Source: an optimization exercise on an open RTL-to-GDS flow (aim: small area, a short achievable clock period and few clock cycles per item). Production flows keep margins and buffers that such runs may drop. Only simulation tests tie the RTL to the original design; equivalence was not proved.

File: run.sh
#!/bin/bash
# synth_recipe.tcl (not shown) runs the flow's synth.tcl, then flattens the netlist and writes it again
# the make line also repeats each setting of config.mk as NAME=value (left out here)
make -C /OpenROAD-flow-scripts/flow DESIGN_CONFIG=/design/flow/config.mk WORK_HOME=/design/flow/orfs CLKGATE_MAP_FILE= SYNTH_SCRIPT=/design/flow/synth_recipe.tcl finish
File: config.mk
export PLATFORM = sky130hd
export DESIGN_NAME = face_track_associator
export DESIGN_NICKNAME = face_track_associator
export VERILOG_FILES = /design/flow/design.v
export SDC_FILE = /design/flow/constraint.sdc
export NUM_CORES = 4
export LEC_CHECK = 0
export CAP_MARGIN = 20
export CORE_MARGIN = 2
export CORE_UTILIZATION = 40
export SLEW_MARGIN = 20
File: constraint.sdc
create_clock -name core_clock -period 8.5 [get_ports {clk_i}]
set_input_delay 1.7000 -clock core_clock [delete_from_list [all_inputs] [get_ports {clk_i}]]
set_output_delay 1.7000 -clock core_clock [all_outputs]
set_load 0.01 [all_outputs]
File: design.v
package fta_pkg;
  localparam int unsigned COORD_W  = 12;
  localparam int unsigned THRESH_W = 8;
  localparam int unsigned TRACK_W  = 5;
  localparam int unsigned MAX_FACES_DEF = 16;
  localparam int unsigned PROD_W   = 2 * COORD_W;
  localparam int unsigned DIST_W   = PROD_W + 1;
  localparam int unsigned NW_W     = THRESH_W + COORD_W;
  localparam int unsigned LIMIT_W  = THRESH_W + 2 * COORD_W;
  localparam int unsigned SCALED_W = DIST_W + THRESH_W;
  localparam int unsigned PIPE_LAT = 4;
  localparam int unsigned DRAIN_W  = $clog2(PIPE_LAT);
  localparam int unsigned APB_AW = 3;
  localparam int unsigned APB_DW = 32;
  localparam logic REG_THRESH_NUM = 1'b0;
  localparam logic REG_THRESH_DEN = 1'b1;
  localparam logic [THRESH_W-1:0] THRESH_NUM_RST = 8'd1;
  localparam logic [THRESH_W-1:0] THRESH_DEN_RST = 8'd5;
  localparam logic FUNC_DETECT    = 1'b0;
  localparam logic FUNC_FRAME_END = 1'b1;
  localparam logic KIND_VERDICT   = 1'b0;
  localparam logic KIND_FRAME_END = 1'b1;
  typedef enum logic [1:0] {
    ST_IDLE,
    ST_SCAN,
    ST_DRAIN,
    ST_COMMIT
  } fta_state_e;
  typedef struct packed {
    logic in_ready;
    logic load;
    logic issue;
    logic commit;
  } fta_cmd_t;
  typedef struct packed {
    logic in_valid;
    logic in_frame_end;
    logic scan_last;
    logic out_free;
  } fta_status_t;
endpackage
module face_track_associator #(
  parameter int unsigned MAX_FACES = fta_pkg::MAX_FACES_DEF
) (
  input  logic                        clk_i,
  input  logic                        rst_ni,
  input  logic                        in_valid,
  output logic                        in_ready,
  input  logic                        in_func,
  input  logic [fta_pkg::COORD_W-1:0] in_det_x,
  input  logic [fta_pkg::COORD_W-1:0] in_det_y,
  input  logic [fta_pkg::COORD_W-1:0] in_det_width,
  input  logic [fta_pkg::COORD_W-1:0] in_det_height,
  input  logic                        in_passes_check,
  output logic                        out_valid,
  input  logic                        out_ready,
  output logic                        out_result_kind,
  output logic                        out_matched,
  output logic [fta_pkg::COORD_W-1:0] out_kept_x,
  output logic [fta_pkg::COORD_W-1:0] out_kept_y,
  output logic                        out_stored,
  output logic                        out_overflow,
  output logic [fta_pkg::TRACK_W-1:0] out_tracked_count,
  input  logic                        psel,
  input  logic                        penable,
  input  logic                        pwrite,
  input  logic [fta_pkg::APB_AW-1:0]  paddr,
  input  logic [fta_pkg::APB_DW-1:0]  pwdata,
  output logic [fta_pkg::APB_DW-1:0]  prdata,
  output logic                        pready
);
  localparam int unsigned N  = 16;
  localparam int unsigned CW = fta_pkg::COORD_W;
  localparam int unsigned TW = fta_pkg::THRESH_W;
  localparam int unsigned FB = 8;                
  localparam int unsigned RW = 1 + 1 + CW + CW + 1 + 1 + fta_pkg::TRACK_W;
  logic [TW-1:0] num_q, den_q;
  assign pready = 1'b1;
  always_ff @(posedge clk_i or negedge rst_ni) begin
    if (!rst_ni) begin
      num_q <= fta_pkg::THRESH_NUM_RST;
      den_q <= fta_pkg::THRESH_DEN_RST;
    end else if (psel && penable && pwrite) begin
      if (paddr[2]) den_q <= pwdata[TW-1:0];
      else          num_q <= pwdata[TW-1:0];
    end
  end
  assign prdata = {{(fta_pkg::APB_DW-TW){1'b0}}, paddr[2] ? den_q : num_q};
  logic [N-1:0][CW-1:0] ox_q, oy_q;    
  logic [N-1:0][CW-1:0] nx_q, ny_q;    
  logic [N-1:0]         olive_q;       
  logic [4:0]           cnt_q;         
  function automatic logic [3:0] msb_of(input logic [CW-1:0] v);
    msb_of = '0;
    for (int b = 0; b < CW; b++) if (v[b]) msb_of = 4'(b);
  endfunction
  function automatic logic [FB-1:0] bound_mask(input logic [3:0] mn, input logic [3:0] mv,
                                               input logic [3:0] md);
    for (int b = 0; b < FB; b++)
      bound_mask[b] = (b >= 1) && (6'(b) + 6'(md) + 6'd1 >= 6'(mn) + 6'(mv));
  endfunction
  logic [3:0]    mnum, mden;
  logic [FB-1:0] hmx_in, hmy_in;
  logic          den_zero, nocand_in;
  assign mnum      = msb_of(CW'(num_q));
  assign mden      = msb_of(CW'(den_q));
  assign den_zero  = (den_q == '0);
  assign nocand_in = (num_q == '0) || (in_det_width == '0) || (in_det_height == '0);
  assign hmx_in    = den_zero ? '0 : bound_mask(mnum, msb_of(in_det_width), mden);
  assign hmy_in    = den_zero ? '0 : bound_mask(mnum, msb_of(in_det_height), mden);
  logic          a_v_q, a_func_q, a_pass_q, a_first_q, a_nocand_q;
  logic [CW-1:0] a_x_q, a_y_q, a_w_q, a_h_q;
  logic [FB-1:0] a_hmx_q, a_hmy_q;
  logic [N-1:0]  a_iss_q;
  localparam int unsigned LW = fta_pkg::LIMIT_W;        
  localparam int unsigned SW = CW + CW + TW + 1;          
  localparam int unsigned MW = SW + 1;                    
  logic          e1_v_q, e1_sv_q, e1_first_q, e1_last_q, e1_func_q, e1_pass_q;
  logic [3:0]    e1_idx_q;
  logic [CW-1:0] e1_tx_q, e1_ty_q, e1_x_q, e1_y_q, e1_w_q, e1_h_q;
  logic [TW+CW-1:0] e1_nw_q;
  logic          e2_v_q, e2_sv_q, e2_first_q, e2_last_q, e2_func_q, e2_pass_q;
  logic [3:0]    e2_idx_q;
  logic [CW-1:0] e2_tx_q, e2_ty_q, e2_x_q, e2_y_q, e2_dx_q, e2_dy_q;
  logic [CW+TW-1:0] e2_hd_q, e2_wd_q;
  logic [LW-1:0] e2_lim_q;
  logic          e3_v_q, e3_cand_q, e3_first_q, e3_last_q, e3_func_q, e3_pass_q;
  logic [3:0]    e3_idx_q;
  logic [CW-1:0] e3_px_q, e3_py_q;
  logic [MW-1:0] e3_m_q;
  logic          found_q;
  logic [3:0]    bidx_q;
  logic [CW-1:0] bx_q, by_q;
  logic [MW-1:0] bm_q;
  logic          out_v_q, sk_v_q;
  logic [RW-1:0] out_q, sk_q, res;
  logic          adv;
  assign adv = !sk_v_q;
  logic [N-1:0]  pass, sv, rem, sel, pend;
  logic          fe_inflight, blk, can_issue, slot_last, a_done;
  logic [3:0]    sel_idx;
  logic [CW-1:0] sel_x, sel_y;
  always_comb begin
    for (int i = 0; i < N; i++) begin
      logic [FB:0]   ddx, ddy;
      logic [FB-1:0] ux, uy;
      ddx = {1'b0, a_x_q[CW-1 -: FB]} - {1'b0, ox_q[i][CW-1 -: FB]};
      ddy = {1'b0, a_y_q[CW-1 -: FB]} - {1'b0, oy_q[i][CW-1 -: FB]};
      ux  = ddx[FB-1:0] ^ {FB{ddx[FB]}};
      uy  = ddy[FB-1:0] ^ {FB{ddy[FB]}};
      pass[i] = olive_q[i] && ((ux & a_hmx_q) == '0) && ((uy & a_hmy_q) == '0);
    end
  end
  assign sv  = (a_func_q || a_nocand_q) ? '0 : pass;
  assign rem = sv & ~a_iss_q;
  always_comb begin
    pend = '0;
    if (e1_v_q && e1_sv_q) pend[e1_idx_q] = 1'b1;
    if (e2_v_q && e2_sv_q) pend[e2_idx_q] = 1'b1;
    if (e3_v_q && e3_cand_q) pend[e3_idx_q] = 1'b1;
    if (found_q) pend[bidx_q] = 1'b1;
  end
  assign fe_inflight = (e1_v_q && e1_func_q) || (e2_v_q && e2_func_q) || (e3_v_q && e3_func_q);
  assign blk         = (!a_func_q && fe_inflight) || ((rem & pend) != '0);
  assign can_issue   = a_v_q && adv && !blk;
  always_comb begin
    logic seen;
    seen = 1'b0;
    sel  = '0;
    for (int i = 0; i < N; i++) begin
      sel[i] = rem[i] && !seen;
      seen   = seen || rem[i];
    end
  end
  always_comb begin
    sel_idx = '0;
    sel_x   = '0;
    sel_y   = '0;
    for (int i = 0; i < N; i++) begin
      if (sel[i]) sel_idx = sel_idx | 4'(i);
      sel_x = sel_x | (ox_q[i] & {CW{sel[i]}});
      sel_y = sel_y | (oy_q[i] & {CW{sel[i]}});
    end
  end
  assign slot_last = ((rem & ~sel) == '0);
  assign a_done    = can_issue && slot_last;
  assign in_ready  = !a_v_q || a_done;
  always_ff @(posedge clk_i or negedge rst_ni) begin
    if (!rst_ni) begin
      a_v_q <= 1'b0;
    end else if (in_ready) begin
      a_v_q <= in_valid;
    end
  end
  always_ff @(posedge clk_i) begin
    if (in_valid && in_ready) begin
      a_func_q   <= in_func;
      a_pass_q   <= in_passes_check;
      a_x_q      <= in_det_x;
      a_y_q      <= in_det_y;
      a_w_q      <= in_det_width;
      a_h_q      <= in_det_height;
      a_hmx_q    <= hmx_in;
      a_hmy_q    <= hmy_in;
      a_nocand_q <= nocand_in;
      a_iss_q    <= '0;
      a_first_q  <= 1'b1;
    end else if (can_issue) begin
      a_iss_q    <= a_iss_q | sel;
      a_first_q  <= 1'b0;
    end
  end
  logic [CW-1:0]    dx1, dy1;
  logic [TW-1:0]    den1;
  logic [CW+TW-1:0] hd1, wd1;
  logic [LW-1:0]    lim1;
  assign dx1  = (e1_x_q >= e1_tx_q) ? e1_x_q - e1_tx_q : e1_tx_q - e1_x_q;
  assign dy1  = (e1_y_q >= e1_ty_q) ? e1_y_q - e1_ty_q : e1_ty_q - e1_y_q;
  assign den1 = den_zero ? TW'(1) : den_q;
  assign hd1  = (CW+TW)'(e1_h_q) * (CW+TW)'(den1);
  assign wd1  = (CW+TW)'(e1_w_q) * (CW+TW)'(den1);
  assign lim1 = LW'(e1_nw_q) * LW'(e1_h_q);
  logic [MW-1:0] m2;
  logic          cand2;
  assign m2    = MW'(e2_lim_q) - MW'(e2_dx_q) * MW'(e2_hd_q) - MW'(e2_dy_q) * MW'(e2_wd_q)
               - MW'(1);
  assign cand2 = e2_sv_q && (den_zero || !m2[MW-1]);
  always_ff @(posedge clk_i or negedge rst_ni) begin
    if (!rst_ni) begin
      e1_v_q <= 1'b0;
      e2_v_q <= 1'b0;
      e3_v_q <= 1'b0;
    end else if (adv) begin
      e1_v_q <= can_issue;
      e2_v_q <= e1_v_q;
      e3_v_q <= e2_v_q;
    end
  end
  always_ff @(posedge clk_i) begin
    if (adv) begin
      e1_sv_q    <= (rem != '0);
      e1_first_q <= a_first_q;
      e1_last_q  <= slot_last;
      e1_func_q  <= a_func_q;
      e1_pass_q  <= a_pass_q;
      e1_idx_q   <= sel_idx;
      e1_tx_q    <= sel_x;
      e1_ty_q    <= sel_y;
      e1_x_q     <= a_x_q;
      e1_y_q     <= a_y_q;
      e1_w_q     <= a_w_q;
      e1_h_q     <= a_h_q;
      e1_nw_q    <= (TW+CW)'(num_q) * (TW+CW)'(a_w_q);
      e2_sv_q    <= e1_sv_q;
      e2_first_q <= e1_first_q;
      e2_last_q  <= e1_last_q;
      e2_func_q  <= e1_func_q;
      e2_pass_q  <= e1_pass_q;
      e2_idx_q   <= e1_idx_q;
      e2_tx_q    <= e1_tx_q;
      e2_ty_q    <= e1_ty_q;
      e2_x_q     <= e1_x_q;
      e2_y_q     <= e1_y_q;
      e2_dx_q    <= dx1;
      e2_dy_q    <= dy1;
      e2_hd_q    <= hd1;
      e2_wd_q    <= wd1;
      e2_lim_q   <= lim1;
      e3_cand_q  <= cand2;
      e3_first_q <= e2_first_q;
      e3_last_q  <= e2_last_q;
      e3_func_q  <= e2_func_q;
      e3_pass_q  <= e2_pass_q;
      e3_idx_q   <= e2_idx_q;
      e3_px_q    <= cand2 ? e2_tx_q : e2_x_q;
      e3_py_q    <= cand2 ? e2_ty_q : e2_y_q;
      e3_m_q     <= m2;
    end
  end
  logic          acc_found, hit, nfound, commit, take, full, stored;
  logic [3:0]    nidx;
  logic [CW-1:0] kx, ky;
  logic [4:0]    cnt_d;
  assign acc_found = found_q && !e3_first_q;
  assign hit       = e3_cand_q && (!acc_found || ({~e3_m_q[MW-1], e3_m_q[MW-2:0]} > {~bm_q[MW-1], bm_q[MW-2:0]}));
  assign nfound    = acc_found || hit;
  assign nidx      = hit ? e3_idx_q : bidx_q;
  assign kx        = (acc_found && !hit) ? bx_q : e3_px_q;
  assign ky        = (acc_found && !hit) ? by_q : e3_py_q;
  assign commit    = adv && e3_v_q && e3_last_q;
  assign take      = nfound || e3_pass_q;
  assign full      = cnt_q[4];
  assign stored    = take && !full;
  assign cnt_d     = cnt_q + 5'(stored);
  assign res = e3_func_q ? {fta_pkg::KIND_FRAME_END, 1'b0, CW'(0), CW'(0), 1'b0, 1'b0, cnt_q}
                         : {fta_pkg::KIND_VERDICT, nfound, kx, ky, stored, take && full, cnt_d};
  always_ff @(posedge clk_i or negedge rst_ni) begin
    if (!rst_ni) begin
      found_q <= 1'b0;
      olive_q <= '0;
      cnt_q   <= '0;
    end else if (adv && e3_v_q) begin
      if (e3_last_q) begin
        found_q <= 1'b0;
        if (e3_func_q) begin
          for (int i = 0; i < N; i++) olive_q[i] <= (5'(i) < cnt_q);
          cnt_q <= '0;
        end else begin
          if (nfound) olive_q[nidx] <= 1'b0;
          cnt_q <= cnt_d;
        end
      end else begin
        found_q <= nfound;
      end
    end
  end
  always_ff @(posedge clk_i) begin
    if (adv && e3_v_q && !e3_last_q && hit) begin
      bidx_q <= e3_idx_q;
      bx_q   <= e3_px_q;
      by_q   <= e3_py_q;
      bm_q   <= e3_m_q;
    end
  end
  always_ff @(posedge clk_i) begin
    for (int i = 0; i < N; i++) begin
      if (commit && e3_func_q) begin
        ox_q[i] <= nx_q[i];
        oy_q[i] <= ny_q[i];
      end
      if (commit && !e3_func_q && stored && (cnt_q[3:0] == 4'(i))) begin
        nx_q[i] <= kx;
        ny_q[i] <= ky;
      end
    end
  end
  always_ff @(posedge clk_i or negedge rst_ni) begin
    if (!rst_ni) begin
      out_v_q <= 1'b0;
      sk_v_q  <= 1'b0;
    end else if (!out_v_q || out_ready) begin
      out_v_q <= sk_v_q || commit;
      sk_v_q  <= 1'b0;
    end else if (commit) begin
      sk_v_q  <= 1'b1;
    end
  end
  always_ff @(posedge clk_i) begin
    if (!out_v_q || out_ready) begin
      if (sk_v_q)      out_q <= sk_q;
      else if (commit) out_q <= res;
    end else if (commit) begin
      sk_q <= res;
    end
  end
  assign out_valid = out_v_q;
  assign {out_result_kind, out_matched, out_kept_x, out_kept_y, out_stored, out_overflow,
          out_tracked_count} = out_q;
endmodule
==> flow_metrics.py, run 1 <==
metrics = {
    "yosys": {
        "synthAdderAreaFrac_pct": 24.8,
        "syn_avg_cell_area_um2": 10.8,
        "synth_cell_types": 123,
        "synth-async-reset-ratio_pct": 3.28,
        "synth_warnings": 1,
        "synth_top_family_by_area": "adder cells",
        "synthesis.area_um2": 102000,
        "synth_xor_xnor_area_share_pct": 3.97,
        "syn_inst": 9436,
        "synth_mux_area_share_pct": 1.69,
        "synth-edff-count": 1282,
        "yosysSeqAreaShare_pct": 39.2,
        "synth_seq_cells": 1343,
        "yosys.area_share.simple_pct": 12.8,
        "ys.flop_type": "edfxtp_1",
        "synth_compound_area_share_pct": 11.1,
    },
    "timing": {
        "fmax_ghz": 0.120,
        "worst_slack_ps": 148,
        "finalSetupViolations": 0,
        "skew_ps": 111,
        "fin_crit_ps": 8350,
        "maxSlewViolCount": 0,
        "grt_setup_unrepaired": "no",
        "max_slew.worst_pin.slew_ps": 1120,
        "finalSetupTns_ps": 0,
        "hold_viol": 0,
        "relSlewSlack_pct": 23.5,
        "period_share_pct": 98.3,
    },
    "clocking": {
        "cts_buffers": 151,
        "cts_hold_buf": 0,
        "cts_tree": "done",
        "clk_pin_slew_ps": 70,
        "cts_max_level": 4,
        "clock_path_buffers": 3,
        "clkSinkCount": 1343,
        "cts_root_buf": "clkbuf_16",
        "clock_latency_ps": 880,
    },
    "setup_path": {
        "worstSetupEndpointType": "output port",
        "arrival_ps": 6650,
        "required_ps": 6800,
        "critPathKind": "reg2out",
        "crit_fanout": 10,
        "critPathLaunchType": "register",
    },
    "routing": {
        "dr.pass1.iters": 7,
        "wire_per_inst_um": 23.0,
        "drt_iter0_markers": 6605,
        "viasPerCell": 5.51,
        "drc_errors": 0,
        "vias": 72800,
        "drt_wl_total_um": 304000,
        "drtAntennaViolNets": 0,
    },
    "layout": {
        "layoutNonFillerInstCount": 13200,
        "final_common_cell": "inv_1",
        "postLayoutCellArea_um2": 115000,
        "area_growth_pct": 12.6,
        "nNetsFinal": 11300,
        "drive_above_1_share_pct": 8.98,
        "layout_common_cells": "inv_1 (1345), edfxtp_1 (1282), nand2_1 (1016)",
    },
    "grt": {
        "globalRouteMet2Util_pct": 40.0,
        "use_met1_pct": 29.2,
        "overflow": 0,
        "antenna_found_initial": 24,
        "grt_max_degree": 163,
        "grt_util_met3_pct": 3.03,
        "grt-busiest-layer": "met2",
        "grt_pass1_wl_um": 454000,
        "grt.total_usage_pct": 23.4,
        "grt_pass1_vias": 74400,
    },
    "placed_design": {
        "gp_congestion": 0.938,
        "dp.cells": 12900,
        "dp_slack_ps": -177,
        "place_hpwl_um": 231000,
        "io_buffers": 108,
        "placed_area_um2": 108000,
    },
    "floorplan": {
        "core_um2": 253000,
        "initial_utilization_pct": 40.2,
        "die_area_um2": 258000,
        "die_h_um": 508,
        "fp-row-count": 185,
        "fp.dieW_um": 508,
        "io_pins": 160,
    },
    "worst_hold_path": {
        "hold_path_class": "reg2reg",
    },
    "flow_run": {
        "cap_violations": 0,
    },
    "outcome": {
        "status": "timing/DRC/antenna clean",
    },
}
[Yosys cell counts, types with 26 or more instances]
cell	instances	share of area, %
nor4_1	32	0.20
nor3_1	106	0.52
xor2_1	135	1.2
edfxtp_1	1282	38
a22oi_1	116	0.86
nand2b_1	107	0.66
nor2_1	351	1.3
buf_4	26	0.19
a221oi_1	49	0.42
nor2b_1	95	0.58
dfrtp_1	41	1.0
a211oi_1	49	0.36
clkbuf_1	289	1.1
o21bai_1	48	0.35
o31ai_1	42	0.31
mux2i_1	90	0.89
a21o_1	202	1.5
mux2_2	73	0.81
nand3_1	159	0.78
xnor2_1	308	2.7
a31oi_1	61	0.37
and2_1	412	2.5
ha_1	748	9.2
o211ai_1	37	0.27
inv_1	1347	5.0
o21a_1	43	0.32
o21ai_0	218	1.1
nand4_1	53	0.33
fa_1	791	16
or3_1	43	0.26
buf_2	26	0.13
a2111oi_0	29	0.25
a21oi_1	377	1.9
and3_1	52	0.32
nand2_1	1019	3.8
o22ai_1	27	0.17
nor3b_1	26	0.19
[repair_timing]
item                                    4_1_cts  5_1_grt
gates resized for setup                      15       81
pin swaps                                     2       43
cloned                                        1        2
endpoints found under the setup margin       25       26
setup buffers                                12       30
[area by class of cell]
type,count,area (µm²)
inverter,1349,5090
multi-input combinational,6409,56000
timing repair buffer,464,4010
clock inverter,99,1410
sequential,1343,39900
antenna,5,12.5
clock buffer,178,3970
tap,3366,4210
fill,23400,139000
[state kept, by name (all words and copies together) (netlist names), 32 cells and up]
name	count
ox_q	192
bm_q	34
sk_q	33
e2_lim_q	32
nx_q	192
oy_q	192
out_q	33
ny_q	192
e3_m_q	34
[per-stage QoR]
| step | hold WS (ps) | util, % |
|---|---|---|
| final | 370 | 45.2 |
| after global routing | 386 | 45.2 |
| after CTS | 362 | 44.9 |
| after detailed placement | 405 | 42.8 |
| after global placement | 400 | 42.7 |
| after floorplan | 400 | - |
[final timing paths]
kind,from,endpoint,slack (ps),cells after the start
max in group asynchronous,rst_ni,sk_v_q,6880,2
max reg2reg,e2_dx_q[3],e3_py_q[1],300,31
max,a_x_q[4],in_ready,150,17
min reg2reg,nx_q[47],ox_q[47],370,0
min,nx_q[47],ox_q[47],370,0
min in group asynchronous,rst_ni,den_q[7],1010,2
[cell families after synthesis]
| group | Yosys count |
|---|---|
| and+or+nand+nor | 2611 |
| DFF | 1343 |
| muxes | 163 |
| AOI/OAI and AO/OA | 1617 |
| adders and majority gates | 1543 |
| xor gates and xnor gates | 450 |
| buffers and inverters | 1707 |
| other | 2 |
[worst max-delay path, cell delays in order, from the launching register on]
cell	delay [ps]
edfxtp_1	580
buf_4	280
nand2b_1	190
fa_1	410
a21o_1	190
a22o_1	290
o31ai_4	410
xor2_1	140
xnor2_1	480
a222oi_1	150
and4bb_2	350
nor4_1	320
and3_1	320
a31oi_1	220
a311o_1	450
o31ai_1	260
buf_4	200
clkdlybuf4s50_1	550
[per-layer routing]
| layer | vias up | routed length, µm |
|---|---|---|
| met5 | - | 13 |
| met2 | 2432 | 148000 |
| met3 | 612 | 18100 |
| met1 | 36800 | 122000 |
| met4 | 2 | 16400 |
| li1 | 33000 | - |
Testbench counts, summed over its fixed seeds: cycles 5,441, items 3,950.
==> inputs of run 2 (changes only) <==
--- a/design.v
+++ b/design.v
@@ -74,15 +74,23 @@
   localparam int unsigned TW = fta_pkg::THRESH_W;
   localparam int unsigned FB = 8;                
   localparam int unsigned RW = 1 + 1 + CW + CW + 1 + 1 + fta_pkg::TRACK_W;
-  logic [TW-1:0] num_q, den_q;
+  logic [TW-1:0] num_q, den_q, den1_q;
+  logic          den_zero_q;
   assign pready = 1'b1;
   always_ff @(posedge clk_i or negedge rst_ni) begin
     if (!rst_ni) begin
-      num_q <= fta_pkg::THRESH_NUM_RST;
-      den_q <= fta_pkg::THRESH_DEN_RST;
+      num_q      <= fta_pkg::THRESH_NUM_RST;
+      den_q      <= fta_pkg::THRESH_DEN_RST;
+      den1_q     <= fta_pkg::THRESH_DEN_RST;
+      den_zero_q <= 1'b0;
     end else if (psel && penable && pwrite) begin
-      if (paddr[2]) den_q <= pwdata[TW-1:0];
-      else          num_q <= pwdata[TW-1:0];
+      if (paddr[2]) begin
+        den_q      <= pwdata[TW-1:0];
+        den1_q     <= (pwdata[TW-1:0] == '0) ? TW'(1) : pwdata[TW-1:0];
+        den_zero_q <= (pwdata[TW-1:0] == '0);
+      end else begin
+        num_q      <= pwdata[TW-1:0];
+      end
     end
   end
   assign prdata = {{(fta_pkg::APB_DW-TW){1'b0}}, paddr[2] ? den_q : num_q};
@@ -104,7 +112,7 @@
   logic          den_zero, nocand_in;
   assign mnum      = msb_of(CW'(num_q));
   assign mden      = msb_of(CW'(den_q));
-  assign den_zero  = (den_q == '0);
+  assign den_zero  = den_zero_q;
   assign nocand_in = (num_q == '0) || (in_det_width == '0) || (in_det_height == '0);
   assign hmx_in    = den_zero ? '0 : bound_mask(mnum, msb_of(in_det_width), mden);
   assign hmy_in    = den_zero ? '0 : bound_mask(mnum, msb_of(in_det_height), mden);
@@ -113,25 +121,26 @@
   logic [FB-1:0] a_hmx_q, a_hmy_q;
   logic [N-1:0]  a_iss_q;
   localparam int unsigned LW = fta_pkg::LIMIT_W;        
-  localparam int unsigned SW = CW + CW + TW + 1;          
-  localparam int unsigned MW = SW + 1;                    
+  localparam int unsigned DW = fta_pkg::DIST_W;          
+  localparam int unsigned MW = DW + TW + 1;               
   logic          e1_v_q, e1_sv_q, e1_first_q, e1_last_q, e1_func_q, e1_pass_q;
   logic [3:0]    e1_idx_q;
-  logic [CW-1:0] e1_tx_q, e1_ty_q, e1_x_q, e1_y_q, e1_w_q, e1_h_q;
-  logic [TW+CW-1:0] e1_nw_q;
+  logic [CW-1:0] e1_x_q, e1_y_q, e1_w_q, e1_h_q;
+  logic [CW:0]   e1_dx_q, e1_dy_q;
   logic          e2_v_q, e2_sv_q, e2_first_q, e2_last_q, e2_func_q, e2_pass_q;
   logic [3:0]    e2_idx_q;
-  logic [CW-1:0] e2_tx_q, e2_ty_q, e2_x_q, e2_y_q, e2_dx_q, e2_dy_q;
-  logic [CW+TW-1:0] e2_hd_q, e2_wd_q;
-  logic [LW-1:0] e2_lim_q;
+  logic [CW-1:0] e2_x_q, e2_y_q;
+  logic [CW:0]   e2_dx_q, e2_dy_q;
+  logic [DW-1:0] e2_d_q;
+  logic [2*CW-1:0] e2_wh_q;
   logic          e3_v_q, e3_cand_q, e3_first_q, e3_last_q, e3_func_q, e3_pass_q;
   logic [3:0]    e3_idx_q;
   logic [CW-1:0] e3_px_q, e3_py_q;
-  logic [MW-1:0] e3_m_q;
+  logic [DW-1:0] e3_d_q;
   logic          found_q;
   logic [3:0]    bidx_q;
   logic [CW-1:0] bx_q, by_q;
-  logic [MW-1:0] bm_q;
+  logic [DW-1:0] bd_q;
   logic          out_v_q, sk_v_q;
   logic [RW-1:0] out_q, sk_q, res;
   logic          adv;
@@ -140,6 +149,7 @@
   logic          fe_inflight, blk, can_issue, slot_last, a_done;
   logic [3:0]    sel_idx;
   logic [CW-1:0] sel_x, sel_y;
+  logic [CW:0]   sel_dx, sel_dy;            
   always_comb begin
     for (int i = 0; i < N; i++) begin
       logic [FB:0]   ddx, ddy;
@@ -182,6 +192,8 @@
       sel_y = sel_y | (oy_q[i] & {CW{sel[i]}});
     end
   end
+  assign sel_dx    = {1'b0, a_x_q} - {1'b0, sel_x};
+  assign sel_dy    = {1'b0, a_y_q} - {1'b0, sel_y};
   assign slot_last = ((rem & ~sel) == '0);
   assign a_done    = can_issue && slot_last;
   assign in_ready  = !a_v_q || a_done;
@@ -210,20 +222,25 @@
       a_first_q  <= 1'b0;
     end
   end
-  logic [CW-1:0]    dx1, dy1;
-  logic [TW-1:0]    den1;
-  logic [CW+TW-1:0] hd1, wd1;
-  logic [LW-1:0]    lim1;
-  assign dx1  = (e1_x_q >= e1_tx_q) ? e1_x_q - e1_tx_q : e1_tx_q - e1_x_q;
-  assign dy1  = (e1_y_q >= e1_ty_q) ? e1_y_q - e1_ty_q : e1_ty_q - e1_y_q;
-  assign den1 = den_zero ? TW'(1) : den_q;
-  assign hd1  = (CW+TW)'(e1_h_q) * (CW+TW)'(den1);
-  assign wd1  = (CW+TW)'(e1_w_q) * (CW+TW)'(den1);
-  assign lim1 = LW'(e1_nw_q) * LW'(e1_h_q);
+  logic          sx1, sy1;
+  logic [DW-1:0] ax1, ay1, w1, h1, cx1, cy1, d1;
+  logic [2*CW-1:0] wh1;
+  assign sx1  = e1_dx_q[CW];
+  assign sy1  = e1_dy_q[CW];
+  assign ax1  = DW'(e1_dx_q[CW-1:0] ^ {CW{sx1}});
+  assign ay1  = DW'(e1_dy_q[CW-1:0] ^ {CW{sy1}});
+  assign w1   = DW'(e1_w_q);
+  assign h1   = DW'(e1_h_q);
+  assign cx1  = sx1 ? h1 : '0;
+  assign cy1  = sy1 ? w1 : '0;
+  assign d1   = ax1 * h1 + cx1 + ay1 * w1 + cy1;
+  assign wh1  = (2*CW)'(e1_w_q) * (2*CW)'(e1_h_q);
   logic [MW-1:0] m2;
   logic          cand2;
-  assign m2    = MW'(e2_lim_q) - MW'(e2_dx_q) * MW'(e2_hd_q) - MW'(e2_dy_q) * MW'(e2_wd_q)
-               - MW'(1);
+  logic [CW-1:0] tx2, ty2;
+  assign tx2   = e2_x_q - e2_dx_q[CW-1:0];
+  assign ty2   = e2_y_q - e2_dy_q[CW-1:0];
+  assign m2    = MW'(e2_wh_q) * MW'(num_q) - MW'(e2_d_q) * MW'(den1_q) - MW'(1);
   assign cand2 = e2_sv_q && (den_zero || !m2[MW-1]);
   always_ff @(posedge clk_i or negedge rst_ni) begin
     if (!rst_ni) begin
@@ -244,37 +261,33 @@
       e1_func_q  <= a_func_q;
       e1_pass_q  <= a_pass_q;
       e1_idx_q   <= sel_idx;
-      e1_tx_q    <= sel_x;
-      e1_ty_q    <= sel_y;
+      e1_dx_q    <= sel_dx;
+      e1_dy_q    <= sel_dy;
       e1_x_q     <= a_x_q;
       e1_y_q     <= a_y_q;
       e1_w_q     <= a_w_q;
       e1_h_q     <= a_h_q;
-      e1_nw_q    <= (TW+CW)'(num_q) * (TW+CW)'(a_w_q);
       e2_sv_q    <= e1_sv_q;
       e2_first_q <= e1_first_q;
       e2_last_q  <= e1_last_q;
       e2_func_q  <= e1_func_q;
       e2_pass_q  <= e1_pass_q;
       e2_idx_q   <= e1_idx_q;
-      e2_tx_q    <= e1_tx_q;
-      e2_ty_q    <= e1_ty_q;
+      e2_dx_q    <= e1_dx_q;
+      e2_dy_q    <= e1_dy_q;
       e2_x_q     <= e1_x_q;
       e2_y_q     <= e1_y_q;
-      e2_dx_q    <= dx1;
-      e2_dy_q    <= dy1;
-      e2_hd_q    <= hd1;
-      e2_wd_q    <= wd1;
-      e2_lim_q   <= lim1;
+      e2_d_q     <= d1;
+      e2_wh_q    <= wh1;
       e3_cand_q  <= cand2;
       e3_first_q <= e2_first_q;
       e3_last_q  <= e2_last_q;
       e3_func_q  <= e2_func_q;
       e3_pass_q  <= e2_pass_q;
       e3_idx_q   <= e2_idx_q;
-      e3_px_q    <= cand2 ? e2_tx_q : e2_x_q;
-      e3_py_q    <= cand2 ? e2_ty_q : e2_y_q;
-      e3_m_q     <= m2;
+      e3_px_q    <= cand2 ? tx2 : e2_x_q;
+      e3_py_q    <= cand2 ? ty2 : e2_y_q;
+      e3_d_q     <= e2_d_q;
     end
   end
   logic          acc_found, hit, nfound, commit, take, full, stored;
@@ -282,7 +295,7 @@
   logic [CW-1:0] kx, ky;
   logic [4:0]    cnt_d;
   assign acc_found = found_q && !e3_first_q;
-  assign hit       = e3_cand_q && (!acc_found || ({~e3_m_q[MW-1], e3_m_q[MW-2:0]} > {~bm_q[MW-1], bm_q[MW-2:0]}));
+  assign hit       = e3_cand_q && (!acc_found || (e3_d_q < bd_q));
   assign nfound    = acc_found || hit;
   assign nidx      = hit ? e3_idx_q : bidx_q;
   assign kx        = (acc_found && !hit) ? bx_q : e3_px_q;
@@ -319,7 +332,7 @@
       bidx_q <= e3_idx_q;
       bx_q   <= e3_px_q;
       by_q   <= e3_py_q;
-      bm_q   <= e3_m_q;
+      bd_q   <= e3_d_q;
     end
   end
   always_ff @(posedge clk_i) begin
==> run 2 against run 1 <==
Worst setup slack improved by 46 ps. Clock skew is 21 ps lower. Core utilization shrank 0.29 points. Synthesized area shrank 9.5%. Routed wire length shrank 3.6%. Critical endpoint unchanged. Highest routed layer unchanged.
==> flow_metrics.py, run 2 <==
metrics = {
    "yosys": {
        "netlist.area_leader.share_pct": 39.1,
        "yosysMostFrequentCell": "edfxtp_1",
        "synth_cell_types": 123,
        "synth_common_cells": "edfxtp_1 (1199), inv_1 (1122), nand2_1 (886), fa_1 (733), ha_1 (629)",
        "synth-edff-count": 1199,
        "synth_seq_cells": 1269,
        "synth_area_leaders": "edfxtp_1 (39%), fa_1 (16%), ha_1 (8.5%)",
        "synthesis.area_um2": 92100,
        "synth_top_cell_by_area": "edfxtp_1",
        "synth-async-reset-ratio_pct": 4.18,
        "ys.flop_type": "edfxtp_1",
        "syn_inst": 8305,
        "synth_warnings": 1,
        "yosysSeqAreaShare_pct": 40.9,
        "syn_avg_cell_area_um2": 11.1,
    },
    "grt": {
        "grt_max_degree": 172,
        "grt.total_usage_pct": 24.8,
        "grt_pass1_wl_um": 431000,
        "grt_pass1_vias": 66100,
        "antenna_found_initial": 25,
        "overflow": 0,
    },
    "routing": {
        "drtAntennaViolNets": 0,
        "dr.pass1.iters": 7,
        "drt_iter0_markers": 6530,
        "drc_errors": 0,
        "wire_per_inst_um": 25.0,
        "vias": 65700,
        "viasPerCell": 5.61,
        "drt_wl_total_um": 293000,
    },
    "outcome": {
        "status": "timing/DRC/antenna clean",
    },
    "floorplan": {
        "fp.dieW_um": 484,
        "core_um2": 229000,
        "initial_utilization_pct": 40.2,
        "io_pins": 160,
        "fp-row-count": 176,
        "die_h_um": 484,
        "die_area_um2": 234000,
    },
    "setup_path": {
        "required_ps": 6800,
        "critPathLaunchType": "register",
        "cp_common_cell": "buf_4",
        "cpMaxStageDelayCell": "clkdlybuf4s50_1",
        "worst-path-buf-inv": 4,
        "path_delay_family": "compound AO/OA/AOI/OAI gates",
        "arrival_ps": 6610,
        "worstSetupEndpointType": "output port",
        "max_stage_delay_ps": 610,
        "cp_cell_sequence": "buf_4, nand2b_1, fa_1, a211oi_2, o21ai_1, o31ai_4, mux2_2, o211ai_1, nor4_1, and4_1, a2111oi_2, nand4b_4, buf_12, buf_4, o22ai_2, a41o_1, clkdlybuf4s50_1",
        "critPathKind": "reg2out",
        "crit_fanout": 12,
    },
    "clocking": {
        "cts_hold_buf": 0,
        "cts_tree": "done",
        "clock_latency_ps": 820,
        "clock_path_buffers": 3,
        "cts_root_buf": "clkbuf_16",
        "clk_pin_slew_ps": 60,
        "cts_max_level": 4,
        "clkSinkCount": 1269,
        "cts_buffers": 141,
    },
    "timing": {
        "finalSetupViolations": 0,
        "maxSlewViolCount": 0,
        "max_slew.worst_pin.slew_ps": 1150,
        "fin_crit_ps": 8310,
        "fmax_ghz": 0.120,
        "period_share_pct": 97.7,
        "skew_ps": 90.0,
        "grt_setup_unrepaired": "no",
        "hold_viol": 0,
        "relSlewSlack_pct": 23.2,
        "finalSetupTns_ps": 0,
        "holdWs_ps": 378,
    },
    "placed_design": {
        "place_hpwl_um": 223000,
        "gp_congestion": 0.992,
        "io_buffers": 108,
    },
    "flow_run": {
        "cap_violations": 0,
    },
    "worst_hold_path": {
        "hold_path_class": "reg2reg",
    },
    "layout": {
        "nNetsFinal": 10000,
        "area_growth_pct": 11.9,
        "final_common_cell": "edfxtp_1",
        "drive_above_1_share_pct": 8.28,
        "layout_common_cells": "edfxtp_1 (1199), inv_1 (1118), nand2_1 (886)",
    },
}
run 2: changes by cell type in the layout (fill, tap and decap cells not counted), moves of 33 or more:
| cell | delta |
|---|---|
| xnor2_1 | -63 |
| a21oi_1 | -72 |
| a21o_1 | -33 |
| ha_1 | -111 |
| nand3_1 | -59 |
| inv_1 | -227 |
| nand2_1 | -130 |
| buf_4 | -39 |
| nor2b_1 | -42 |
| mux2_2 | -42 |
| fa_1 | -47 |
| edfxtp_1 | -83 |
run 2: timing repair:
action                                  in CTS  in global routing
gates resized for setup                      0                  2
endpoints found under the setup margin       0                  1
buffers inserted                             0                  4
run 2: final timing paths:
kind	start	endpoint	slack, ps	depth (start not counted)
worst max-delay path	a_x_q[4]	in_ready	190	17
worst min-delay path	nx_q[17]	ox_q[17]	380	0
worst max register to register	a_x_q[4]	e1_dx_q[11]	330	29
worst min register to register	nx_q[17]	ox_q[17]	380	0
max in group asynchronous	rst_ni	den1_q[6]	6720	2
min in group asynchronous	rst_ni	out_v_q	1040	2
run 2: logic make-up (layout without fill, tap and decap cells):
kind of cell	Yosys count	after routing	synth area share, %
and+or+nand+nor	2306	2306	12.6
buffers and inverters	1445	1802	6.07
AOI/OAI and AO/OA	1429	1429	11.1
adders and majority gates	1365	1365	24.5
DFF	1269	1269	40.9
xor gates and xnor gates	380	380	3.66
muxes	109	109	1.23
other	2	35	0.00815
run 2: layer usage:
layer / GRT usage [%] / share of wire (%)
met3: 3.74 / 7.2
met4: 12.7 / 6.0
met2: 40.9 / 47
met1: 31.7 / 40
met5: 0 / 0.014
run 2: final cells by class:
| cell class | instances | area [µm²] |
|---|---|---|
| sequential | 1269 | 37700 |
| multi-input combinational | 5614 | 49100 |
| fill | 21000 | 126000 |
| tap | 3026 | 3790 |
| clock inverter | 91 | 907 |
| timing repair buffer | 417 | 3670 |
| clock buffer | 169 | 3690 |
| inverter | 1125 | 4230 |
| antenna | 10 | 25.0 |
run 2: stage by stage:
| step | instance area, µm² | util, % | setup slack, ps | cells |
|---|---|---|---|---|
| after global routing | 103000 | 44.9 | 51.7 | 11700 |
| final | 103000 | 44.9 | 194 | 11700 |
| after floorplan | 92200 | - | 144 | 8328 |
| after global placement | 98400 | 42.9 | 520 | 11400 |
| after detailed placement | 98400 | 42.9 | 473 | 11400 |
| after CTS | 103000 | 44.9 | 85.8 | 11700 |
run 2: worst register-to-register path: cells and delay by family (launching register included):
family / cells / cell delay (ps)
flops: 1 / 460
buf+inv: 3 / 910
simple gates: 11 / 2780
compound gates: 11 / 2790
fa+ha+maj: 2 / 680
mux: 1 / 160
xor+xnor: 1 / 80
Testbench counts of run 2, summed over its fixed seeds: cycles 5,441, items 3,950.
==> inputs of run 3 (changes only) <==
--- a/design.v
+++ b/design.v
@@ -108,7 +108,7 @@
       bound_mask[b] = (b >= 1) && (6'(b) + 6'(md) + 6'd1 >= 6'(mn) + 6'(mv));
   endfunction
   logic [3:0]    mnum, mden;
-  logic [FB-1:0] hmx_in, hmy_in;
+  logic [FB-1:0] hmx_in, hmy_in, lox_in, hix_in, loy_in, hiy_in;
   logic          den_zero, nocand_in;
   assign mnum      = msb_of(CW'(num_q));
   assign mden      = msb_of(CW'(den_q));
@@ -116,9 +116,20 @@
   assign nocand_in = (num_q == '0) || (in_det_width == '0) || (in_det_height == '0);
   assign hmx_in    = den_zero ? '0 : bound_mask(mnum, msb_of(in_det_width), mden);
   assign hmy_in    = den_zero ? '0 : bound_mask(mnum, msb_of(in_det_height), mden);
+  function automatic logic [2*FB-1:0] window(input logic [FB-1:0] c, input logic [FB-1:0] hm);
+    logic [FB-1:0] p;
+    logic [FB+1:0] lo, hi;
+    p  = hm & ~{hm[FB-2:0], 1'b0};           
+    lo = (FB+2)'(c) + (FB+2)'(1) - (FB+2)'(p);
+    hi = (FB+2)'(c) + (FB+2)'(p);
+    if (p == '0) window = {{FB{1'b1}}, {FB{1'b0}}};
+    else window = {hi[FB] ? {FB{1'b1}} : hi[FB-1:0], lo[FB+1] ? {FB{1'b0}} : lo[FB-1:0]};
+  endfunction
+  assign {hix_in, lox_in} = window(in_det_x[CW-1 -: FB], hmx_in);
+  assign {hiy_in, loy_in} = window(in_det_y[CW-1 -: FB], hmy_in);
   logic          a_v_q, a_func_q, a_pass_q, a_first_q, a_nocand_q;
   logic [CW-1:0] a_x_q, a_y_q, a_w_q, a_h_q;
-  logic [FB-1:0] a_hmx_q, a_hmy_q;
+  logic [FB-1:0] a_lox_q, a_hix_q, a_loy_q, a_hiy_q;
   logic [N-1:0]  a_iss_q;
   localparam int unsigned LW = fta_pkg::LIMIT_W;        
   localparam int unsigned DW = fta_pkg::DIST_W;          
@@ -152,13 +163,11 @@
   logic [CW:0]   sel_dx, sel_dy;            
   always_comb begin
     for (int i = 0; i < N; i++) begin
-      logic [FB:0]   ddx, ddy;
-      logic [FB-1:0] ux, uy;
-      ddx = {1'b0, a_x_q[CW-1 -: FB]} - {1'b0, ox_q[i][CW-1 -: FB]};
-      ddy = {1'b0, a_y_q[CW-1 -: FB]} - {1'b0, oy_q[i][CW-1 -: FB]};
-      ux  = ddx[FB-1:0] ^ {FB{ddx[FB]}};
-      uy  = ddy[FB-1:0] ^ {FB{ddy[FB]}};
-      pass[i] = olive_q[i] && ((ux & a_hmx_q) == '0) && ((uy & a_hmy_q) == '0);
+      logic [FB-1:0] tx, ty;
+      tx = ox_q[i][CW-1 -: FB];
+      ty = oy_q[i][CW-1 -: FB];
+      pass[i] = olive_q[i] && (tx >= a_lox_q) && (tx <= a_hix_q) &&
+                (ty >= a_loy_q) && (ty <= a_hiy_q);
     end
   end
   assign sv  = (a_func_q || a_nocand_q) ? '0 : pass;
@@ -212,8 +221,10 @@
       a_y_q      <= in_det_y;
       a_w_q      <= in_det_width;
       a_h_q      <= in_det_height;
-      a_hmx_q    <= hmx_in;
-      a_hmy_q    <= hmy_in;
+      a_lox_q    <= lox_in;
+      a_hix_q    <= hix_in;
+      a_loy_q    <= loy_in;
+      a_hiy_q    <= hiy_in;
       a_nocand_q <= nocand_in;
       a_iss_q    <= '0;
       a_first_q  <= 1'b1;
==> run 3 against run 2 <==
Clock-buffer cell count up 10. Register-to-register slack better by 120 ps. Worst setup slack better by 260 ps. Clock skew decreased by 27 ps. Routed wire length fell by 17%. Synthesized area down 4.9%. First-iteration DRC count fell by 28%. Die area is 4.9% lower. Largest cell class unchanged.
==> flow_metrics.py, run 3 <==
metrics = {
    "setup_path": {
        "max_stage_delay_ps": 990,
        "r2r_end": "e1_dx_q[12]",
        "critPathLaunchType": "register",
        "rrSetupSlack_ps": 450,
        "cpMaxStageDelayCell": "a2111oi_1",
        "cp_common_cell": "a21oi_1",
        "r2r_cells": 26,
        "crit_fanout": 10,
        "required_ps": 8990,
        "arrival_ps": 8530,
        "critPathKind": "reg2reg",
        "path_delay_family": "simple AND/OR/NAND/NOR gates",
        "worstSetupEndpointType": "register",
        "timing.rr.start": "a_lox_q[0]",
        "worst-path-buf-inv": 2,
    },
    "clocking": {
        "clock_path_buffers": 3,
        "cts_hold_buf": 0,
        "clk_pin_slew_ps": 60,
        "cts_buffers": 142,
        "cts_resized": 0,
        "cts_max_level": 4,
        "cts_root_buf": "clkbuf_16",
        "clock_latency_ps": 810,
        "cts_tree": "done",
        "clkSinkCount": 1287,
        "post_cts_buffers": 0,
    },
    "layout": {
        "layout_common_cells": "edfxtp_1 (1217), ha_1 (955), inv_1 (933)",
        "drive_above_1_share_pct": 6.54,
        "layoutNonFillerInstCount": 10600,
        "final_util_pct": 45.0,
        "area_growth_pct": 11.6,
        "register_area_um2": 38200,
        "final_common_cell": "edfxtp_1",
        "fillers": 19800,
        "nNetsFinal": 9377,
        "postLayoutCellArea_um2": 97700,
        "multi_input_area_um2": 45100,
    },
    "yosys": {
        "synthAdderAreaFrac_pct": 29.8,
        "synth_compound_area_share_pct": 7.80,
        "synth_cell_types": 92,
        "synth_top_family_by_area": "adder cells",
        "yosysMostFrequentCell": "edfxtp_1",
        "ys.flop_type": "edfxtp_1",
        "yosysSeqAreaShare_pct": 43.6,
        "yosys.area_share.simple_pct": 11.3,
        "synth-async-reset-ratio_pct": 4.12,
        "synth_area_leaders": "edfxtp_1 (42%), fa_1 (16%), ha_1 (14%)",
        "netlist.area_leader.share_pct": 41.7,
        "synth_top_cell_by_area": "edfxtp_1",
        "synth_mux_area_share_pct": 0.884,
        "syn_inst": 7413,
        "synth_seq_cells": 1287,
        "synth_common_cells": "edfxtp_1 (1217), ha_1 (955), inv_1 (935), nand2_1 (872), fa_1 (707)",
        "synth_warnings": 1,
        "synthesis.area_um2": 87600,
        "syn_avg_cell_area_um2": 11.8,
        "synth_xor_xnor_area_share_pct": 1.28,
        "synth-edff-count": 1217,
    },
    "timing": {
        "holdWs_ps": 380,
        "hold_viol": 0,
        "relSlewSlack_pct": 21.7,
        "skew_ps": 63.3,
        "fmax_ghz": 0.124,
        "fin_crit_ps": 8050,
        "maxSlewViolCount": 0,
        "finalSetupTns_ps": 0,
        "worst_slack_ps": 454,
        "grt_setup_unrepaired": "no",
        "period_share_pct": 94.7,
        "max_slew.worst_pin.slew_ps": 1170,
        "finalSetupViolations": 0,
    },
    "routing": {
        "drt_wl_total_um": 245000,
        "drt_iter0_markers": 4725,
        "viasPerCell": 5.46,
        "dr.pass1.iters": 8,
        "wire_per_inst_um": 23.1,
        "vias": 57800,
        "drtAntennaViolNets": 0,
        "drc_errors": 0,
    },
    "floorplan": {
        "fp.dieW_um": 472,
        "core_um2": 217000,
        "die_area_um2": 223000,
        "initial_utilization_pct": 40.3,
        "fp-row-count": 171,
        "die_h_um": 472,
        "io_pins": 160,
    },
    "placed_design": {
        "place_hpwl_um": 188000,
        "gp_congestion": 0.933,
        "io_buffers": 108,
        "dp_slack_ps": 591,
        "placed_area_um2": 92900,
        "dp.cells": 10300,
    },
    "flow_run": {
        "cap_violations": 0,
    },
    "grt": {
        "grt_max_degree": 147,
        "grt_pass1_vias": 60300,
        "grt_pass1_wl_um": 369000,
        "grt.total_usage_pct": 22.0,
        "antenna_found_initial": 5,
        "overflow": 0,
    },
    "worst_hold_path": {
        "hold_path_class": "reg2reg",
        "holdPathStages": 0,
        "hp-start": "nx_q[131]",
        "min_to": "ox_q[131]",
    },
    "outcome": {
        "status": "timing/DRC/antenna clean",
    },
}
run 3: changes by cell type after synthesis, sizes merged, moves of 51 or more:
cell	previous run	this run
and2	396	315
a21o	169	104
xnor2	243	73
inv	1124	935
xor2	134	55
clkbuf	239	188
ha	629	955
a22oi	93	35
nor2	351	290
run 3: how the worst max path moves through the flow:
stage / startpoint / to / cells after the start
after detailed placement: e1_dy_q[12] / e2_d_q[23] / 23
after floorplan: sk_v_q / ox_q[0] / 6
after global placement: e1_dy_q[12] / e2_d_q[23] / 23
final: a_lox_q[0] / e1_dx_q[12] / 26
after CTS: a_hix_q[5] / in_ready / 16
after global routing: e1_dy_q[12] / e2_d_q[23] / 23
run 3: cells by family after synthesis:
| group | after synthesis |
|---|---|
| AOI/OAI and AO/OA | 1023 |
| xor gates and xnor gates | 128 |
| adders and majority gates | 1664 |
| buffers and inverters | 1189 |
| DFF | 1287 |
| muxes | 72 |
| other | 2 |
| and+or+nand+nor | 2048 |
run 3: cell type report:
| class | instances | area share, % |
|---|---|---|
| Inverter | 935 | 3.60 |
| Tap cell | 2854 | 3.65 |
| Multi-Input combinational cell | 4960 | 46.1 |
| Clock inverter | 74 | 1.01 |
| Timing Repair Buffer | 297 | 2.64 |
| Clock buffer | 179 | 3.88 |
| Antenna cell | 3 | 0.00768 |
| Sequential cell | 1287 | 39.1 |
run 3: metal layers:
metal  track usage [%]  share of wire (%)  wire length (µm)  vias up
li1                  -                  -                 -    26100
met1              27.7                 41             99400    29300
met2              37.2                 49            119000     1859
met3              2.90                5.3             13000      518
met4              10.7                5.4             13100        0
met5                 0                  0                 0        -
Testbench counts of run 3, summed over its fixed seeds: cycles 5,441, items 3,950.
==> inputs of run 4 (changes only) <==
--- a/design.v
+++ b/design.v
@@ -156,7 +156,7 @@
   logic [RW-1:0] out_q, sk_q, res;
   logic          adv;
   assign adv = !sk_v_q;
-  logic [N-1:0]  pass, sv, rem, sel, pend;
+  logic [N-1:0]  pass, sv, rem, rdy, sel, pend;
   logic          fe_inflight, blk, can_issue, slot_last, a_done;
   logic [3:0]    sel_idx;
   logic [CW-1:0] sel_x, sel_y;
@@ -180,15 +180,16 @@
     if (found_q) pend[bidx_q] = 1'b1;
   end
   assign fe_inflight = (e1_v_q && e1_func_q) || (e2_v_q && e2_func_q) || (e3_v_q && e3_func_q);
-  assign blk         = (!a_func_q && fe_inflight) || ((rem & pend) != '0);
+  assign rdy         = rem & ~pend;
+  assign blk         = (!a_func_q && fe_inflight) || ((rem != '0) && (rdy == '0));
   assign can_issue   = a_v_q && adv && !blk;
   always_comb begin
     logic seen;
     seen = 1'b0;
     sel  = '0;
     for (int i = 0; i < N; i++) begin
-      sel[i] = rem[i] && !seen;
-      seen   = seen || rem[i];
+      sel[i] = rdy[i] && !seen;
+      seen   = seen || rdy[i];
     end
   end
   always_comb begin
@@ -306,7 +307,8 @@
   logic [CW-1:0] kx, ky;
   logic [4:0]    cnt_d;
   assign acc_found = found_q && !e3_first_q;
-  assign hit       = e3_cand_q && (!acc_found || (e3_d_q < bd_q));
+  assign hit       = e3_cand_q && (!acc_found || (e3_d_q < bd_q) ||
+                                    ((e3_d_q == bd_q) && (e3_idx_q < bidx_q)));
   assign nfound    = acc_found || hit;
   assign nidx      = hit ? e3_idx_q : bidx_q;
   assign kx        = (acc_found && !hit) ? bx_q : e3_px_q;
--- a/config.mk
+++ b/config.mk
@@ -7,5 +7,5 @@
 export LEC_CHECK = 0
 export CAP_MARGIN = 20
 export CORE_MARGIN = 2
-export CORE_UTILIZATION = 40
+export CORE_UTILIZATION = 60
 export SLEW_MARGIN = 20
==> run 4 against run 3 <==
Global-route usage is 12 points higher. Die area decreased by 32%. Non-clock buffer count is 37 higher. Final area rose by 0.21%. Largest cell class unchanged. Synthesized area rose by 1.1%. Critical path depth is 10 lower. Clock skew rose by 11 ps. Still clean. Worst hold slack improved by 19 ps.
==> flow_metrics.py, run 4 <==
metrics = {
    "placed_design": {
        "dp_slack_ps": 510,
        "gp_congestion": 0.990,
        "place_hpwl_um": 193000,
        "dp.cells": 9549,
        "io_buffers": 108,
        "placed_area_um2": 92800,
    },
    "floorplan": {
        "initial_utilization_pct": 60.6,
        "die_h_um": 388,
        "fp.dieW_um": 388,
        "fp-row-count": 140,
        "core_um2": 146000,
        "io_pins": 160,
        "die_area_um2": 151000,
    },
    "clocking": {
        "cts_resized": 0,
        "clock_path_buffers": 3,
        "clock_latency_ps": 830,
        "cts_max_level": 4,
        "cts_root_buf": "clkbuf_16",
        "clk_pin_slew_ps": 70,
        "clkSinkCount": 1287,
        "cts_buffers": 142,
        "cts_hold_buf": 0,
        "cts_tree": "done",
        "post_cts_buffers": 0,
    },
    "timing": {
        "finalSetupTns_ps": 0,
        "fin_crit_ps": 8290,
        "grt_setup_unrepaired": "no",
        "max_slew.worst_pin.slew_ps": 1180,
        "period_share_pct": 97.5,
        "relSlewSlack_pct": 20.8,
        "finalSetupViolations": 0,
        "hold_viol": 0,
        "worst_slack_ps": 215,
        "maxSlewViolCount": 0,
        "skew_ps": 74.4,
        "fmax_ghz": 0.121,
    },
    "setup_path": {
        "crit_fanout": 11,
        "cpMaxStageDelayCell": "clkdlybuf4s50_1",
        "critPathKind": "reg2out",
        "r2r_cells": 24,
        "r2r_end": "e2_d_q[23]",
        "cp_cell_sequence": "inv_1, ha_1, o22ai_1, nor4_1, buf_4, o311ai_0, a221oi_1, nand4b_1, buf_4, o22ai_1, o41ai_1, nand4_1, a211oi_1, nand2_1, o31ai_1, clkdlybuf4s50_1",
        "arrival_ps": 6590,
        "required_ps": 6800,
        "critPathLaunchType": "register",
        "rrSetupSlack_ps": 480,
        "max_stage_delay_ps": 820,
        "worstSetupEndpointType": "output port",
        "timing.rr.start": "e1_dy_q[12]",
    },
    "layout": {
        "drive_above_1_share_pct": 7.22,
        "layoutNonFillerInstCount": 9815,
        "area_growth_pct": 10.7,
        "fillers": 11100,
        "nNetsFinal": 9534,
        "layout_common_cells": "edfxtp_1 (1217), inv_1 (984), ha_1 (958)",
        "final_common_cell": "edfxtp_1",
        "postLayoutCellArea_um2": 97900,
    },
    "grt": {
        "grt_pass1_wl_um": 381000,
        "overflow": 0,
        "grt_max_degree": 151,
        "grt_pass1_vias": 60500,
        "antenna_found_initial": 7,
        "grt.total_usage_pct": 34.4,
    },
    "yosys": {
        "synthesis.area_um2": 88500,
        "synth_warnings": 1,
        "synth_seq_cells": 1287,
        "synth_common_cells": "edfxtp_1 (1217), inv_1 (987), ha_1 (958), nand2_1 (919), fa_1 (707)",
        "yosysMostFrequentCell": "edfxtp_1",
        "synth-async-reset-ratio_pct": 4.12,
        "ys.flop_type": "edfxtp_1",
        "netlist.area_leader.share_pct": 41.3,
        "synth_top_cell_by_area": "edfxtp_1",
        "synth-edff-count": 1217,
        "syn_avg_cell_area_um2": 11.7,
        "synth_cell_types": 98,
        "synth_area_leaders": "edfxtp_1 (41%), fa_1 (16%), ha_1 (14%)",
        "yosysSeqAreaShare_pct": 43.2,
        "syn_inst": 7542,
    },
    "flow_run": {
        "cap_violations": 0,
    },
    "worst_hold_path": {
        "hp-start": "ny_q[175]",
        "holdPathStages": 0,
        "min_to": "oy_q[175]",
        "hold_path_class": "reg2reg",
    },
    "routing": {
        "viasPerCell": 6.06,
        "wire_per_inst_um": 26.0,
        "dr.pass1.iters": 7,
        "drt_iter0_markers": 5502,
        "drc_errors": 0,
        "drt_wl_total_um": 255000,
        "vias": 59500,
        "drtAntennaViolNets": 0,
    },
    "outcome": {
        "status": "timing/DRC/antenna clean",
    },
}
## run 4: changes by cell type in the layout (fill, tap and decap cells not counted), moves of 28 or more
cell     delta
and4_1     +28
mux2i_1    +29
nand2_1    +47
buf_4      +32
nor2_1     -47
inv_1      +51
## run 4: cell families after synthesis
group	share of synthesized area, %
DFF	43.2
and+or+nand+nor	11.4
xor gates and xnor gates	1.18
other	0.00849
adders and majority gates	29.5
muxes	0.967
AOI/OAI and AO/OA	8.14
buffers and inverters	5.55
## run 4: how the worst max path moves through the flow
stage | slack, ps | endpoint | depth (start not counted) | from
4_1_cts | 320 | in_ready | 13 | a_loy_q[7]
3_3_place_gp | 520 | e2_d_q[23] | 24 | e1_dy_q[12]
6_report | 210 | in_ready | 16 | a_loy_q[7]
2_1_floorplan | 500 | out_q[0] | 3 | sk_v_q
5_1_grt | 90 | in_ready | 13 | a_loy_q[7]
3_5_place_dp | 510 | e2_d_q[23] | 24 | e1_dy_q[12]
## run 4: final cells by class
| type | count | area, µm² | share of cell area [%] |
|---|---|---|---|
| clock buffers | 160 | 3630 | 3.71 |
| diodes | 2 | 5.00 | 0.00511 |
| inverters | 987 | 3720 | 3.79 |
| well taps | 1917 | 2400 | 2.45 |
| repair buffers | 334 | 2910 | 2.98 |
| flip-flops and latches | 1287 | 38200 | 39.0 |
| multi-input cells | 5025 | 45600 | 46.6 |
| clock inverters | 103 | 1430 | 1.46 |
## run 4: per-stage QoR
stage	utilization (%)	hold slack [ps]
3_5_place_dp	63.6	405
5_1_grt	67.0	402
4_1_cts	67.0	386
3_3_place_gp	63.6	400
6_report	67.0	399
2_1_floorplan	-	400
## run 4: worst max-delay path, delay by kind of cell (launching register included)
kind,cells,cell delay [ps]
and+or+nand+nor,4,690
AOI/OAI and AO/OA,7,2440
DFF,1,360
buffers and inverters,4,1910
adders and majority gates,1,380
## run 4: per-layer routing
| metal | wire length [µm] | track usage [%] | share of wire, % |
|---|---|---|---|
| met5 | 36 | 0 | 0.014 |
| met4 | 14500 | 17.1 | 5.7 |
| met3 | 18700 | 5.85 | 7.4 |
| met2 | 121000 | 55.7 | 47 |
| met1 | 101000 | 45.1 | 40 |
Testbench counts of run 4, summed over its fixed seeds: cycles 5,335, items 3,950.
==> inputs of run 5 (changes only) <==
--- a/config.mk
+++ b/config.mk
@@ -8,4 +8,5 @@
 export CAP_MARGIN = 20
 export CORE_MARGIN = 2
 export CORE_UTILIZATION = 60
+export CTS_BUF_LIST = sky130_fd_sc_hd__clkbuf_8
 export SLEW_MARGIN = 20
==> run 5 against run 4 <==
Global-route usage hardly changed. Synthesized cell count stayed put. Clock skew is 51 ps higher. Register-to-register slack better by 40 ps. Core utilization is 0.54 points lower. Flip-flop and latch count stayed put. Final area is 0.81% lower. Critical path depth is 3 lower. Worst hold slack worse by 37 ps. Routed wire length is 0.20% higher. Synthesized area stayed put. Critical endpoint unchanged. Highest routed layer unchanged.
==> flow_metrics.py, run 5 <==
metrics = {
    "clocking": {
        "clk_pin_slew_ps": 70,
        "cts_resized": 0,
        "cts_root_buf": "clkbuf_8",
        "clock_path_buffers": 3,
        "post_cts_buffers": 0,
        "cts_buffers": 207,
        "cts_max_level": 4,
        "cts_tree": "done",
        "cts_hold_buf": 0,
        "clkSinkCount": 1287,
        "clock_latency_ps": 1020,
    },
    "layout": {
        "postLayoutCellArea_um2": 97100,
        "layoutNonFillerInstCount": 9941,
        "drive_above_1_share_pct": 7.84,
        "nNetsFinal": 9599,
        "area_growth_pct": 9.76,
        "layout_common_cells": "edfxtp_1 (1217), inv_1 (1044), ha_1 (958)",
        "final_common_cell": "edfxtp_1",
        "final_util_pct": 66.5,
        "fillers": 11200,
    },
    "yosys": {
        "synth-edff-count": 1217,
        "synth_common_cells": "edfxtp_1 (1217), inv_1 (987), ha_1 (958), nand2_1 (919), fa_1 (707)",
        "syn_avg_cell_area_um2": 11.7,
        "synth_area_leaders": "edfxtp_1 (41%), fa_1 (16%), ha_1 (14%)",
        "synth_seq_cells": 1287,
        "synth_top_cell_by_area": "edfxtp_1",
        "netlist.area_leader.share_pct": 41.3,
        "synth_warnings": 1,
        "syn_inst": 7542,
        "synth_cell_types": 98,
        "synth-async-reset-ratio_pct": 4.12,
        "ys.flop_type": "edfxtp_1",
        "yosysMostFrequentCell": "edfxtp_1",
        "synthesis.area_um2": 88500,
        "yosysSeqAreaShare_pct": 43.2,
    },
    "setup_path": {
        "critPathKind": "reg2out",
        "timing.rr.start": "e1_dy_q[12]",
        "max_stage_delay_ps": 830,
        "crit_path_start": "a_hiy_q[6]",
        "critPathLaunchType": "register",
        "arrival_ps": 6580,
        "cp_cell_sequence": "inv_1, ha_1, a21o_1, a21oi_1, a21oi_1, o21ai_0, nand4_1, nor4_4, nor2_2, nand3_2, o21ai_0, o31ai_1, clkdlybuf4s50_1",
        "cpMaxStageDelayCell": "clkdlybuf4s50_1",
        "worstSetupEndpointType": "output port",
        "r2r_cells": 24,
        "crit_fanout": 11,
        "required_ps": 6800,
    },
    "worst_hold_path": {
        "holdPathStages": 0,
        "hold_path_class": "reg2reg",
        "hp-start": "ny_q[151]",
    },
    "floorplan": {
        "io_pins": 160,
        "fp.dieW_um": 388,
        "initial_utilization_pct": 60.6,
        "core_um2": 146000,
        "die_h_um": 388,
        "fp-row-count": 140,
        "die_area_um2": 151000,
    },
    "grt": {
        "grt_pass1_wl_um": 382000,
        "grt_pass1_vias": 60800,
        "antenna_found_initial": 7,
        "overflow": 0,
        "grt.total_usage_pct": 34.4,
        "grt_max_degree": 151,
    },
    "timing": {
        "period_share_pct": 97.4,
        "relSlewSlack_pct": 19.3,
        "finalSetupTns_ps": 0,
        "holdWs_ps": 361,
        "fmax_ghz": 0.121,
        "hold_viol": 0,
        "skew_ps": 126,
        "maxSlewViolCount": 0,
        "finalSetupViolations": 0,
        "grt_setup_unrepaired": "no",
        "worst_slack_ps": 219,
        "max_slew.worst_pin.slew_ps": 1210,
        "fin_crit_ps": 8280,
    },
    "routing": {
        "vias": 59900,
        "drt_iter0_markers": 5320,
        "drt_wl_total_um": 255000,
        "viasPerCell": 6.03,
        "drtAntennaViolNets": 0,
        "dr.pass1.iters": 6,
        "wire_per_inst_um": 25.7,
        "drc_errors": 0,
    },
    "placed_design": {
        "dp_slack_ps": 510,
        "dp.cells": 9549,
        "io_buffers": 108,
        "place_hpwl_um": 193000,
        "gp_congestion": 0.990,
        "placed_area_um2": 92800,
    },
    "flow_run": {
        "cap_violations": 0,
    },
    "outcome": {
        "status": "timing/DRC/antenna clean",
    },
}
-- run 5: worst max-delay path: cells and delay by family, from the launching register on --
kind                       cells  cell delay [ps]
buffers and inverters          2             1380
DFF                            1              370
adders and majority gates      1              380
and+or+nand+nor                4             1710
AOI/OAI and AO/OA              6             1810
-- run 5: logic make-up after synthesis --
| group | after synthesis | share of synthesized area (%) |
|---|---|---|
| AOI/OAI and AO/OA | 1064 | 8.14 |
| adders and majority gates | 1665 | 29.5 |
| DFF | 1287 | 43.2 |
| muxes | 82 | 0.967 |
| xor gates and xnor gates | 119 | 1.18 |
| and+or+nand+nor | 2070 | 11.4 |
| other | 2 | 0.00849 |
| buffers and inverters | 1253 | 5.55 |
-- run 5: path summary, 6_finish.rpt --
path / endpoint / slack (ps)
hold reg to reg: oy_q[151] / 360
max in group asynchronous: sk_v_q / 7000
setup / recovery: in_ready / 220
setup reg to reg: e2_d_q[23] / 520
hold / removal: oy_q[151] / 360
min in group asynchronous: den_zero_q / 940
-- run 5: routing by layer --
metal / up-vias / wire length (µm) / global-route usage, %
li1: 26700 / - / -
met1: 30200 / 101000 / 45.2
met2: 2370 / 120000 / 55.7
met3: 558 / 19100 / 5.79
met4: 4 / 14500 / 17.2
met5: - / 23 / 0
-- run 5: cell type report --
class	instances	area [µm²]	area share (%)
well taps	1917	2400	2.47
clock buffers	211	2900	2.99
inverters	987	3720	3.83
repair buffers	334	2910	3.00
diodes	5	12.5	0.0129
clock inverters	175	1340	1.38
flip-flops and latches	1287	38200	39.3
multi-input cells	5025	45600	47.0

-- separate check: timing with driven ports --
How much do the figures lean on ideal ports? The routed layouts below were timed once more, with nothing changed but the port constraints. Step 1: set_driving_cell puts a clkbuf_16 on clk_i and a buf_2 on each other input, an assumption about the parent block. Step 2 times the ports against the registers' clock, not the clock port: input delays grow and output delays shrink by t, the midpoint of the rising clock arrivals with the driver on. Slacks: ideal / step 1 / step 2; pairs: ideal / step 1.
run | t (ns) | setup WS [ns] | worst setup path at the end | pins driven straight from the clock port
run 1 | 0.920 | 0.148 / 0.048 / 0.296 | register to register | 1
run 2 | 0.872 | 0.194 / 0.100 / 0.327 | register to register | 1
run 3 | 0.866 | 0.454 / 0.371 / 0.454 | register to register | 1
run 4 | 0.877 | 0.215 / 0.130 / 0.428 | input to register | 1
run 5 | 1.036 | 0.219 / 0.136 / 0.515 | input to register | 1
After both steps every run listed still meets setup and hold.
